Context: an optimization exercise on an open-source flow, tuned for small area and few clock cycles. The choices shown serve that exercise and are no tape-out recipe.
Only simulation tests tie the RTL to the original design; equivalence was not proved.

[design/flow/design.v]
package mac_pkg;
  typedef enum logic {
    MODE_PSUM = 1'b0,
    MODE_ACC  = 1'b1
  } mode_e;
  localparam int SAT_MAX_W = 64;
  function automatic logic [SAT_MAX_W:0] sat_add(
    input logic [SAT_MAX_W-1:0] a,
    input logic [SAT_MAX_W-1:0] b,
    input int unsigned          width
  );
    logic [SAT_MAX_W:0] w_one;
    logic [SAT_MAX_W:0] w_lim;
    logic [SAT_MAX_W:0] w_full;
    w_one  = {{SAT_MAX_W{1'b0}}, 1'b1};
    w_lim  = (w_one << width) - w_one;
    w_full = {1'b0, a} + {1'b0, b};
    if (w_full > w_lim) begin
      sat_add = {1'b1, w_lim[SAT_MAX_W-1:0]};
    end else begin
      sat_add = {1'b0, w_full[SAT_MAX_W-1:0]};
    end
  endfunction
endpackage
module mac_lane #(
  parameter int IN_BITWIDTH  = 16,
  parameter int OUT_BITWIDTH = 32
) (
  input  logic                    clk,
  input  logic                    rst,
  input  logic                    i_adv,
  input  logic                    i_s1_valid,
  input  mac_pkg::mode_e          i_s1_mode,
  input  logic                    i_s1_last,
  input  logic [IN_BITWIDTH-1:0]  i_a,
  input  logic [IN_BITWIDTH-1:0]  i_w,
  input  logic [OUT_BITWIDTH-1:0] i_sum,
  output logic [OUT_BITWIDTH-1:0] o_out,
  output logic                    o_sat
);
  localparam int PW = 2 * IN_BITWIDTH;
  localparam int EW = (PW > OUT_BITWIDTH) ? PW : OUT_BITWIDTH;
  localparam logic [EW-1:0] L_MAX_EXT = EW'({OUT_BITWIDTH{1'b1}});
  logic [PW-1:0]           r_prod;
  logic [OUT_BITWIDTH-1:0] r_sum;
  logic [OUT_BITWIDTH-1:0] r_acc;
  logic                    r_sticky;
  logic [OUT_BITWIDTH-1:0] r_out;
  logic                    r_out_sat;
  logic [EW-1:0]           w_prod_ext;
  logic                    w_prod_sat;
  logic [OUT_BITWIDTH-1:0] w_prod_c;
  logic [OUT_BITWIDTH-1:0] w_base;
  logic [mac_pkg::SAT_MAX_W:0]      w_add;
  logic [OUT_BITWIDTH-1:0] w_step_sum;
  logic                    w_step_sat;
  always_comb begin
    w_prod_ext = EW'(r_prod);
    w_prod_sat = (w_prod_ext > L_MAX_EXT);
    w_prod_c   = w_prod_sat ? {OUT_BITWIDTH{1'b1}} : w_prod_ext[OUT_BITWIDTH-1:0];
    w_base     = (i_s1_mode == mac_pkg::MODE_PSUM) ? r_sum : r_acc;
    w_add      = mac_pkg::sat_add(mac_pkg::SAT_MAX_W'(w_prod_c), mac_pkg::SAT_MAX_W'(w_base), OUT_BITWIDTH);
    w_step_sum = w_add[OUT_BITWIDTH-1:0];
    w_step_sat = w_add[mac_pkg::SAT_MAX_W] | (|w_add[mac_pkg::SAT_MAX_W-1:OUT_BITWIDTH]) | w_prod_sat;
  end
  always_ff @(posedge clk or posedge rst) begin
    if (rst) begin
      r_prod    <= '0;
      r_sum     <= '0;
      r_acc     <= '0;
      r_sticky  <= 1'b0;
      r_out     <= '0;
      r_out_sat <= 1'b0;
    end else if (i_adv) begin
      r_prod <= PW'(i_a) * PW'(i_w);
      r_sum  <= i_sum;
      if (i_s1_valid) begin
        if (i_s1_mode == mac_pkg::MODE_PSUM) begin
          r_out     <= w_step_sum;
          r_out_sat <= w_step_sat;
        end else if (i_s1_last) begin
          r_out     <= w_step_sum;
          r_out_sat <= r_sticky | w_step_sat;
          r_acc     <= '0;
          r_sticky  <= 1'b0;
        end else begin
          r_acc    <= w_step_sum;
          r_sticky <= r_sticky | w_step_sat;
        end
      end
    end
  end
  assign o_out = r_out;
  assign o_sat = r_out_sat;
endmodule
module mac_pipe_array #(
  parameter int LANES        = 4,
  parameter int IN_BITWIDTH  = 16,
  parameter int OUT_BITWIDTH = 32
) (
  input  logic                          clk,
  input  logic                          rst,
  input  logic                          in_valid,
  output logic                          in_ready,
  input  logic                          mode,
  input  logic                          in_last,
  input  logic [LANES*IN_BITWIDTH-1:0]  a_in,
  input  logic [LANES*IN_BITWIDTH-1:0]  w_in,
  input  logic [LANES*OUT_BITWIDTH-1:0] sum_in,
  output logic                          out_valid,
  input  logic                          out_ready,
  output logic [LANES*OUT_BITWIDTH-1:0] out,
  output logic [LANES-1:0]              out_sat
);
  logic  w_adv;
  logic  r_s1_valid;
  mac_pkg::mode_e r_s1_mode;
  logic  r_s1_last;
  logic  r_out_valid;
  assign w_adv    = !r_out_valid || out_ready;
  assign in_ready = w_adv;
  always_ff @(posedge clk or posedge rst) begin
    if (rst) begin
      r_s1_valid  <= 1'b0;
      r_s1_mode   <= mac_pkg::MODE_PSUM;
      r_s1_last   <= 1'b0;
      r_out_valid <= 1'b0;
    end else if (w_adv) begin
      r_s1_valid  <= in_valid;
      r_s1_mode   <= mac_pkg::mode_e'(mode);
      r_s1_last   <= in_last;
      r_out_valid <= r_s1_valid && ((r_s1_mode == mac_pkg::MODE_PSUM) || r_s1_last);
    end
  end
  assign out_valid = r_out_valid;
  for (genvar g = 0; g < LANES; g++) begin : g_lane
    mac_lane #(
      .IN_BITWIDTH (IN_BITWIDTH),
      .OUT_BITWIDTH(OUT_BITWIDTH)
    ) u_lane (
      .clk       (clk),
      .rst       (rst),
      .i_adv     (w_adv),
      .i_s1_valid(r_s1_valid),
      .i_s1_mode (r_s1_mode),
      .i_s1_last (r_s1_last),
      .i_a       (a_in[g*IN_BITWIDTH +: IN_BITWIDTH]),
      .i_w       (w_in[g*IN_BITWIDTH +: IN_BITWIDTH]),
      .i_sum     (sum_in[g*OUT_BITWIDTH +: OUT_BITWIDTH]),
      .o_out     (out[g*OUT_BITWIDTH +: OUT_BITWIDTH]),
      .o_sat     (out_sat[g])
    );
  end
endmodule
[design/flow/run.sh]
#!/bin/bash
# synth_recipe.tcl (not shown) runs the flow's synth.tcl, then flattens the netlist and writes it again
# the make line also repeats each setting of config.mk as NAME=value (left out here)
make -C /OpenROAD-flow-scripts/flow DESIGN_CONFIG=/design/flow/config.mk WORK_HOME=/design/flow/orfs CLKGATE_MAP_FILE= SYNTH_SCRIPT=/design/flow/synth_recipe.tcl finish
[design/flow/config.mk]
export PLATFORM = sky130hd
export DESIGN_NAME = mac_pipe_array
export DESIGN_NICKNAME = mac_pipe_array
export VERILOG_FILES = /design/flow/design.v
export SDC_FILE = /design/flow/constraint.sdc
export NUM_CORES = 4
export LEC_CHECK = 0
export CAP_MARGIN = 20
export CORE_MARGIN = 2
export CORE_UTILIZATION = 40
export SLEW_MARGIN = 20
[design/flow/constraint.sdc]
create_clock -name core_clock -period 7.2 [get_ports {clk}]
set_input_delay 1.4400 -clock core_clock [delete_from_list [all_inputs] [get_ports {clk}]]
set_output_delay 1.4400 -clock core_clock [all_outputs]
set_load 0.01 [all_outputs]
==> results of run 1 <==
[final cells by class]
class,count,area [sq um],area share
antenna,2,5.00,0.0000691
clock inverter,30,353,0.00487
tap,2016,2520,0.0348
multi-input combinational,5024,43000,0.593
timing repair buffer,924,8240,0.114
sequential,524,13100,0.181
clock buffer,73,1610,0.0222
inverter,959,3610,0.0499
[cell usage after synthesis, drive strengths merged, types with 4 or more instances]
library cell  instances
or2                   8
nor2b                22
o21a                 34
nand3                32
nand2b               30
dfrtp               524
a221oi                5
and4                  8
a21boi                7
o21ai               245
nand4                21
a22o                 12
o21bai               35
a211oi               25
and2                479
inv                 959
nor3                 29
buf                   9
a41oi                 6
a21o                123
nor3b                 4
o41a                  4
and3                 18
fa                  780
or3                  15
nand2              1248
a2111oi               4
o2111ai               5
a21oi               400
xnor2               123
clkbuf              282
xor2                 88
a31oi                52
a211o                11
o211ai               12
nor2                391
ha                  544
o31ai                32
mux2                129
[metal layers]
metal / share of wire / up-vias
li1: - / 22901
met5: 0.00040 / -
met1: 0.46 / 23785
met3: 0.064 / 206
met4: 0.025 / 10
met2: 0.45 / 1131
[cell families after synthesis]
logic type      Yosys count
flops                   524
buf+inv                1250
fa+ha+maj              1324
compound gates         1042
simple gates           2318
mux                     129
xor+xnor                211
[sequential cells by signal, summed over array words and instances (netlist names)]
| register | count |
|---|---|
| g_lane.u_lane.r_prod | 128 |
| g_lane.u_lane.r_sum | 128 |
| g_lane.u_lane.r_out_sat | 4 |
| g_lane.u_lane.r_out | 128 |
| g_lane.u_lane.r_sticky | 4 |
| r_s1_valid | 1 |
| r_s1_mode | 1 |
| r_out_valid | 1 |
| g_lane.u_lane.r_acc | 128 |
| r_s1_last | 1 |
[path summary, 6_finish.rpt]
check	from	slack, ns	end
worst max-delay path	w_in[40]	0.18	g_lane[2].u_lane.r_prod[30]
worst min-delay path	g_lane[3].u_lane.r_sum[30]	0.46	g_lane[3].u_lane.r_sum[30]
worst max register to register	r_s1_mode	1.82	g_lane[0].u_lane.r_out[28]
worst min register to register	g_lane[3].u_lane.r_sum[30]	0.46	g_lane[3].u_lane.r_sum[30]
max in group asynchronous	rst	4.48	g_lane[1].u_lane.r_prod[0]
min in group asynchronous	rst	1.32	g_lane[3].u_lane.r_out[0]
[timing repair]
item                                    CTS  global route
pin swaps                                 3           115
endpoints found under the setup margin   16            35
setup buffers                             0            13
resized for setup                        29           175
[worst max-delay path, stage by stage]
cell,delay (ns)
clkdlybuf4s50_1,0.48
buf_6,0.13
buf_6,0.12
nand2_1,0.07
fa_1,0.47
fa_1,0.52
inv_1,0.06
fa_1,0.51
fa_1,0.44
fa_1,0.55
inv_1,0.05
fa_1,0.53
inv_1,0.04
ha_1,0.30
a21o_1,0.17
or3_1,0.31
o31a_1,0.29
o31a_1,0.30
a31oi_4,0.23
a22oi_2,0.07
a21oi_1,0.19
xor2_1,0.17
o21ai_1,0.07
[through the flow]
stage | util | setup WS, ns | TNS (ns) | area, sq um | cells
floorplan | - | -1.36 | -712.73 | 60200 | 6798
global placement | 0.465 | -0.775 | -26.07 | 69600 | 9435
detailed placement | 0.465 | -0.822 | -28.84 | 69600 | 9435
CTS | 0.479 | -0.0238 | -0.0238 | 71600 | 9538
global route | 0.484 | -0.0737 | -0.204 | 72400 | 9551
finish | 0.484 | 0.177 | 0 | 72400 | 9552
==> results.cfg, run 1 <==
[die]
dieArea_sq_mm = 0.154
die-width_um = 392
core.rowCount = 142
die_h_um = 392
coreArea_sq_mm = 0.150
ioPinCount = 396
start_util = 0.402

[place]
dp_hpwl_um = 135000
gp_congestion = 0.892
portBuffers = 395

[layout]
fill_cells = 14431
syn_to_final_growth_pct = 20.3
final_common_cell = nand2_1
final_cell_mix = 1,245 x nand2_1, 939 x inv_1, 770 x fa_1
layout-drive-gt1-share = 0.118
fin_nets = 9076

[global_route]
grt_max_degree = 187
antenna_found_initial = 9
use_met2 = 0.354
busiest_layer = met2
grt_pass1_wl_um = 272000
grt_use_met3 = 0.0408
grt-ovfl-total = 0
grt_usage = 0.222
grt_pass1_vias = 49800
grt_util_met1 = 0.313

[logic_synthesis]
synth_ff_type = dfrtp_1
yosys.area.top_type_share = 0.259
synth-simple-area-share = 0.172
netlist_instances = 6798
ys_seq_area_frac = 0.218
synth_area_leader_cell = fa_1
synth_cell_types = 76
synthXorXnorAreaFrac = 0.0307
syn_nets = 8384
synthArstFlopShare = 1.00
synth_fa_ha_area_frac = 0.373
synthMuxAreaShare = 0.0241
yosysWarnings = 2
synth_top_family_by_area = adder cells
syn-cell-area_sq_mm = 0.0602
syn_avg_cell_area_sq_um = 8.85
synth.area.top_cells = fa_1 26%, dfrtp_1 22%, ha_1 11%, nand2_1 7.8%, inv_1 6.0%
ys_ff_latch = 524
synth-compound-area-share = 0.104
synth_edf_count = 0

[routing]
vias = 48033
antenna_left = 0
vias_per_cell = 5.03
wirelength_um = 168000
routedWlPerCell_um = 17.6
firstDrtPassIters = 6
drt_iter0_markers = 2533
remaining_drc_errors = 0

[clock_network]
cts_sinks = 524
numCtsBuffers = 57
h-tree-depth = 2
clk_path_buf_depth = 3
clock_latency_ns = 0.64
ctsHoldBuffers = 0
path_clk_slew_ns = 0.06
cts_tree = yes
cts-root-buf = clkbuf_16

[timing]
fin_hold_ws_ns = 0.462
drv_slew = 0
finalCritPeriodShare = 0.975
clock_skew_ns = 0.0247
final-hold-violation-count = 0
maxSlewHeadroom = 0.279
period_needed_ns = 7.02
setup_viol = 0
clock.fmax_mhz = 142
tightest_slew_ns = 1.08
rsz0062_at_grt = yes

[setup_path]
cp.required_ns = 7.69
path_max_fanout = 5
startpoint_type = primary input
ff2ff_path_depth = 15
end_kind = register
path_class = primary input to register
cp.arrival_ns = 7.52

[run_status]
outcome = no timing/DRC/antenna violations

[min_path]
hold_class = register to register
whs_path_depth = 2

[run]
max-cap-violations = 0
Testbench counts, summed over its fixed seeds: cycles 12,016.
==> run 2: changes to the inputs <==
==> design/flow/design.v (replaced) <==
package mac_pkg;
  typedef enum logic {
    MODE_PSUM = 1'b0,
    MODE_ACC  = 1'b1
  } mode_e;
  localparam int SAT_MAX_W = 64;
  function automatic logic [SAT_MAX_W:0] sat_add(
    input logic [SAT_MAX_W-1:0] a,
    input logic [SAT_MAX_W-1:0] b,
    input int unsigned          width
  );
    logic [SAT_MAX_W:0] w_one;
    logic [SAT_MAX_W:0] w_lim;
    logic [SAT_MAX_W:0] w_full;
    w_one  = {{SAT_MAX_W{1'b0}}, 1'b1};
    w_lim  = (w_one << width) - w_one;
    w_full = {1'b0, a} + {1'b0, b};
    if (w_full > w_lim) begin
      sat_add = {1'b1, w_lim[SAT_MAX_W-1:0]};
    end else begin
      sat_add = {1'b0, w_full[SAT_MAX_W-1:0]};
    end
  endfunction
endpackage
module mac_lane #(
  parameter int IN_BITWIDTH  = 16,
  parameter int OUT_BITWIDTH = 32
) (
  input  logic                    clk,
  input  logic                    rst,
  input  logic                    i_adv,
  input  logic                    i_step,
  input  mac_pkg::mode_e          i_mode,
  input  logic                    i_last,
  input  logic [IN_BITWIDTH-1:0]  i_a,
  input  logic [IN_BITWIDTH-1:0]  i_w,
  input  logic [OUT_BITWIDTH-1:0] i_sum,
  output logic [OUT_BITWIDTH-1:0] o_out,
  output logic                    o_sat
);
  logic [OUT_BITWIDTH-1:0] r_acc;
  logic                    r_sticky;
  logic [OUT_BITWIDTH-1:0] r_out;
  logic                    r_out_sat;
  logic [OUT_BITWIDTH-1:0] w_base;
  logic [OUT_BITWIDTH:0]   w_tot;
  logic                    w_sat;
  logic [OUT_BITWIDTH-1:0] w_res;
  always_comb begin
    w_base = (i_mode == mac_pkg::MODE_PSUM) ? i_sum : r_acc;
    w_tot  = (OUT_BITWIDTH+1)'(i_a) * (OUT_BITWIDTH+1)'(i_w) + (OUT_BITWIDTH+1)'(w_base);
    w_sat  = w_tot[OUT_BITWIDTH];
    w_res  = w_sat ? {OUT_BITWIDTH{1'b1}} : w_tot[OUT_BITWIDTH-1:0];
  end
  always_ff @(posedge clk or posedge rst) begin
    if (rst) begin
      r_acc    <= '0;
      r_sticky <= 1'b0;
    end else if (i_step) begin
      if (i_last) begin
        r_acc    <= '0;
        r_sticky <= 1'b0;
      end else begin
        r_acc    <= w_res;
        r_sticky <= r_sticky | w_sat;
      end
    end
  end
  always_ff @(posedge clk) begin
    if (i_adv) begin
      r_out     <= w_res;
      r_out_sat <= w_sat | ((i_mode == mac_pkg::MODE_ACC) & r_sticky);
    end
  end
  assign o_out = r_out;
  assign o_sat = r_out_sat;
endmodule
module mac_pipe_array #(
  parameter int LANES        = 4,
  parameter int IN_BITWIDTH  = 16,
  parameter int OUT_BITWIDTH = 32
) (
  input  logic                          clk,
  input  logic                          rst,
  input  logic                          in_valid,
  output logic                          in_ready,
  input  logic                          mode,
  input  logic                          in_last,
  input  logic [LANES*IN_BITWIDTH-1:0]  a_in,
  input  logic [LANES*IN_BITWIDTH-1:0]  w_in,
  input  logic [LANES*OUT_BITWIDTH-1:0] sum_in,
  output logic                          out_valid,
  input  logic                          out_ready,
  output logic [LANES*OUT_BITWIDTH-1:0] out,
  output logic [LANES-1:0]              out_sat
);
  logic w_adv;
  logic w_acc_step;
  logic r_out_valid;
  assign w_adv      = !r_out_valid || out_ready;
  assign in_ready   = w_adv;
  assign w_acc_step = in_valid && w_adv && (mac_pkg::mode_e'(mode) == mac_pkg::MODE_ACC);
  always_ff @(posedge clk or posedge rst) begin
    if (rst) begin
      r_out_valid <= 1'b0;
    end else if (w_adv) begin
      r_out_valid <= in_valid && ((mac_pkg::mode_e'(mode) == mac_pkg::MODE_PSUM) || in_last);
    end
  end
  assign out_valid = r_out_valid;
  for (genvar g = 0; g < LANES; g++) begin : g_lane
    mac_lane #(
      .IN_BITWIDTH (IN_BITWIDTH),
      .OUT_BITWIDTH(OUT_BITWIDTH)
    ) u_lane (
      .clk       (clk),
      .rst       (rst),
      .i_adv     (w_adv),
      .i_step    (w_acc_step),
      .i_mode    (mac_pkg::mode_e'(mode)),
      .i_last    (in_last),
      .i_a       (a_in[g*IN_BITWIDTH +: IN_BITWIDTH]),
      .i_w       (w_in[g*IN_BITWIDTH +: IN_BITWIDTH]),
      .i_sum     (sum_in[g*OUT_BITWIDTH +: OUT_BITWIDTH]),
      .o_out     (out[g*OUT_BITWIDTH +: OUT_BITWIDTH]),
      .o_sat     (out_sat[g])
    );
  end
endmodule
==> run 2 against run 1 <==
Now fails the layout checks on setup timing. Non-clock buffer count grew 548. Sequential share of layout area shrank 7.4 points. Critical path depth grew 11. Synthesized cell count shrank 21%. First-iteration DRC count shrank 23%. Flip-flop and latch count shrank 259. Utilization grew 6.4 points.
==> results.cfg, run 2 <==
[logic_synthesis]
ys_ff_latch = 265
synth_cell_types = 68
yosys.area.top_type_share = 0.312
synth.area.top_cells = fa_1 31%, ha_1 14%, edfxtp_1 7.9%, inv_1 7.0%, dfrtp_1 6.6%
synthArstFlopShare = 0.502
synth-simple-area-share = 0.151
synth.most_common_cell = inv_1
synth_fa_ha_area_frac = 0.450
syn_avg_cell_area_sq_um = 9.28
yosysWarnings = 2
synthMuxAreaShare = 0.0288
syn_nets = 6987
synth_ff_type = dfrtp_1
synth_area_leader_cell = fa_1
synth_common_cells = 939 x inv_1, 780 x fa_1, 742 x nand2_1, 552 x ha_1, 479 x and2_1
ys_seq_area_frac = 0.146
synth_edf_count = 132
synth-compound-area-share = 0.101
synthXorXnorAreaFrac = 0.0380
netlist_instances = 5393
syn-cell-area_sq_mm = 0.0501
synth_top_family_by_area = adder cells

[global_route]
grt-ovfl-total = 0
grt_max_degree = 117
grt_pass1_wl_um = 240000
grt_usage = 0.236
antenna_found_initial = 16
grt_pass1_vias = 44858

[layout]
top_regs = g_lane.u_lane.r_acc (128), g_lane.u_lane.r_out (128)
layout-drive-gt1-share = 0.271
fill_cells = 11131
syn_to_final_growth_pct = 35.6
fin_nets = 8298
final_common_cell = buf_4
fin_util = 0.548
final_cell_mix = 937 x buf_4, 888 x inv_1, 747 x fa_1

[routing]
routedWlPerCell_um = 17.8
vias = 41676
wl_met2_um = 69900
antenna_left = 0
routed.top_layer = met5
drt_iter0_markers = 1954
wl_met3_um = 9450
remaining_drc_errors = 0
firstDrtPassIters = 7
wirelength_um = 149000
wl_met1_um = 66300
vias_per_cell = 4.98

[setup_path]
crit_path_max_incr_delay_ns = 0.55
cp.required_ns = 7.65
startpoint = a_in[55]
crit_top_cell = fa_1
cp.arrival_ns = 8.83
path_class = primary input to register
end_kind = register
r2r_start = g_lane[0].u_lane.r_acc[0]
slowest_stage = fa_1
startpoint_type = primary input
path_max_fanout = 5

[timing]
rsz0062_at_grt = yes
fin_ws_ns = -1.18
tightest_slew_ns = 1.02
period_needed_ns = 8.38
maxSlewHeadroom = 0.319
clock.fmax_mhz = 119
drv_slew = 0
finalCritPeriodShare = 1.16
setup_viol = 264
clock_skew_ns = 0.0281
final-hold-violation-count = 0

[die]
die-width_um = 358
start_util = 0.404
ioPinCount = 396
dieArea_sq_mm = 0.128
die_h_um = 358
core.rowCount = 129
coreArea_sq_mm = 0.124

[clock_network]
numCtsBuffers = 37
h-tree-depth = 2
cts-root-buf = clkbuf_16
clk_path_buf_depth = 3
clock_latency_ns = 0.59
path_clk_slew_ns = 0.06
cts_tree = yes
cts_sinks = 265

[place]
dp_hpwl_um = 121000
gp_congestion = 0.903
portBuffers = 395

[min_path]
min_from = g_lane[3].u_lane.r_acc[25]
hold_class = register to register

[run_status]
outcome = failed layout checks
failed_checks = setup timing

[run]
max-cap-violations = 0
-- run 2: changes by cell type after synthesis, moves of 37 or more --
cell,before,now
o21ai_0,77,119
edfxtp_1,0,132
clkbuf_1,281,188
nor2_1,390,111
dfrtp_1,524,133
a22o_1,12,114
xnor2_1,123,160
a21oi_1,400,199
o21ai_1,168,3
nand2_1,1248,742
-- run 2: logic make-up after synthesis --
logic type	after synthesis
mux	128
simple gates	1561
flops	265
compound gates	750
buf+inv	1140
fa+ha+maj	1332
xor+xnor	217
-- run 2: worst paths after layout --
path / end / slack, ns / cells after the start
max in group asynchronous: g_lane[0].u_lane.r_acc[9] / 4.75 / 3
min in group asynchronous: g_lane[2].u_lane.r_acc[10] / 1.30 / 2
setup reg to reg: g_lane[0].u_lane.r_acc[20] / 3.23 / 17
hold / removal: g_lane[3].u_lane.r_acc[25] / 0.48 / 2
setup / recovery: g_lane[3].u_lane.r_acc[13] / -1.18 / 34
hold reg to reg: g_lane[3].u_lane.r_acc[25] / 0.48 / 2
-- run 2: metal layers --
metal,GRT usage,vias up
li1,-,19828
met1,0.318,20816
met2,0.388,852
met3,0.0489,160
met4,0.0589,20
met5,0,-
-- run 2: layout make-up --
type                       instances  area [sq um]  area share
antenna                            7          17.5    0.000258
clock buffer                      46           980      0.0144
clock inverter                    21           185     0.00273
inverter                         939          3530      0.0520
multi-input combinational       3989         41000       0.603
sequential                       265          7290       0.107
tap                             1637          2050      0.0302
timing repair buffer            1472         12900       0.190
-- run 2: repair_timing --
| item | CTS | global route |
|---|---|---|
| resized for setup | 765 | 265 |
| pin swaps | 254 | 236 |
| cloned | 16 | 3 |
| setup buffers | 128 | 39 |
| setup endpoints to repair | 264 | 264 |
| hold buffers | 0 | 0 |
-- run 2: critical path, delay by kind of cell --
family | cells | cell delay, ns
adder cells (fa/ha/maj) | 8 | 3.65
AO/OA/AOI/OAI | 14 | 2.43
buffers and inverters | 7 | 0.53
XOR/XNOR | 1 | 0.23
AND/OR/NAND/NOR | 4 | 0.54
-- run 2: stage by stage --
stage	std cells	area (sq um)	setup slack, ns	hold WS, ns	TNS, ns
final	8376	67900	-1.18	0.480	-265.58
after global routing	8373	67900	-1.50	0.506	-331.09
after CTS	8346	67000	-1.20	0.484	-265.99
after detailed placement	8138	63000	-2.22	0.469	-547.65
after global placement	8138	63000	-2.20	0.455	-531.61
after floorplan	5393	51000	-1.30	0.443	-290.97
Testbench counts of run 2, summed over its fixed seeds: cycles 12,008.

==> separate check: timing with driven ports <==
Ports are ideal in the flow. The routed layouts listed here were re-timed in OpenROAD.
Step 1 (the two cells are an assumption about what drives the block):
set clk [get_ports {clk}]
set_driving_cell -lib_cell sky130_fd_sc_hd__clkbuf_16 $clk
set_driving_cell -lib_cell sky130_fd_sc_hd__buf_2 [delete_from_list [all_inputs] $clk]
Step 2 moves the port delays by t, midway between the first and last clock arrival at a register: inputs arrive t later, outputs are due t later. That takes back most of the time a late clock gives input paths.
Slacks: ideal ports / drivers / drivers and shift; pairs: ideal ports / drivers.
run | t (ns) | setup WS [ns] | hold slack, ns | clock arrival spread, ns | pins driven straight from the clock port
run 1 | 0.695 | 0.177 / 0.219 / -0.475 | 0.462 / 0.462 / 0.462 | 0.025 / 0.025 | 1
run 2 | 0.634 | -1.183 / -1.161 / -1.795 | 0.480 / 0.480 / 0.480 | 0.035 / 0.034 | 1
With both steps, setup timing fails in run 1, where it was met with ideal ports. For run 1, which loses most, drivers alone change the setup slack by +0.042 ns; drivers and shift together by -0.652 ns.
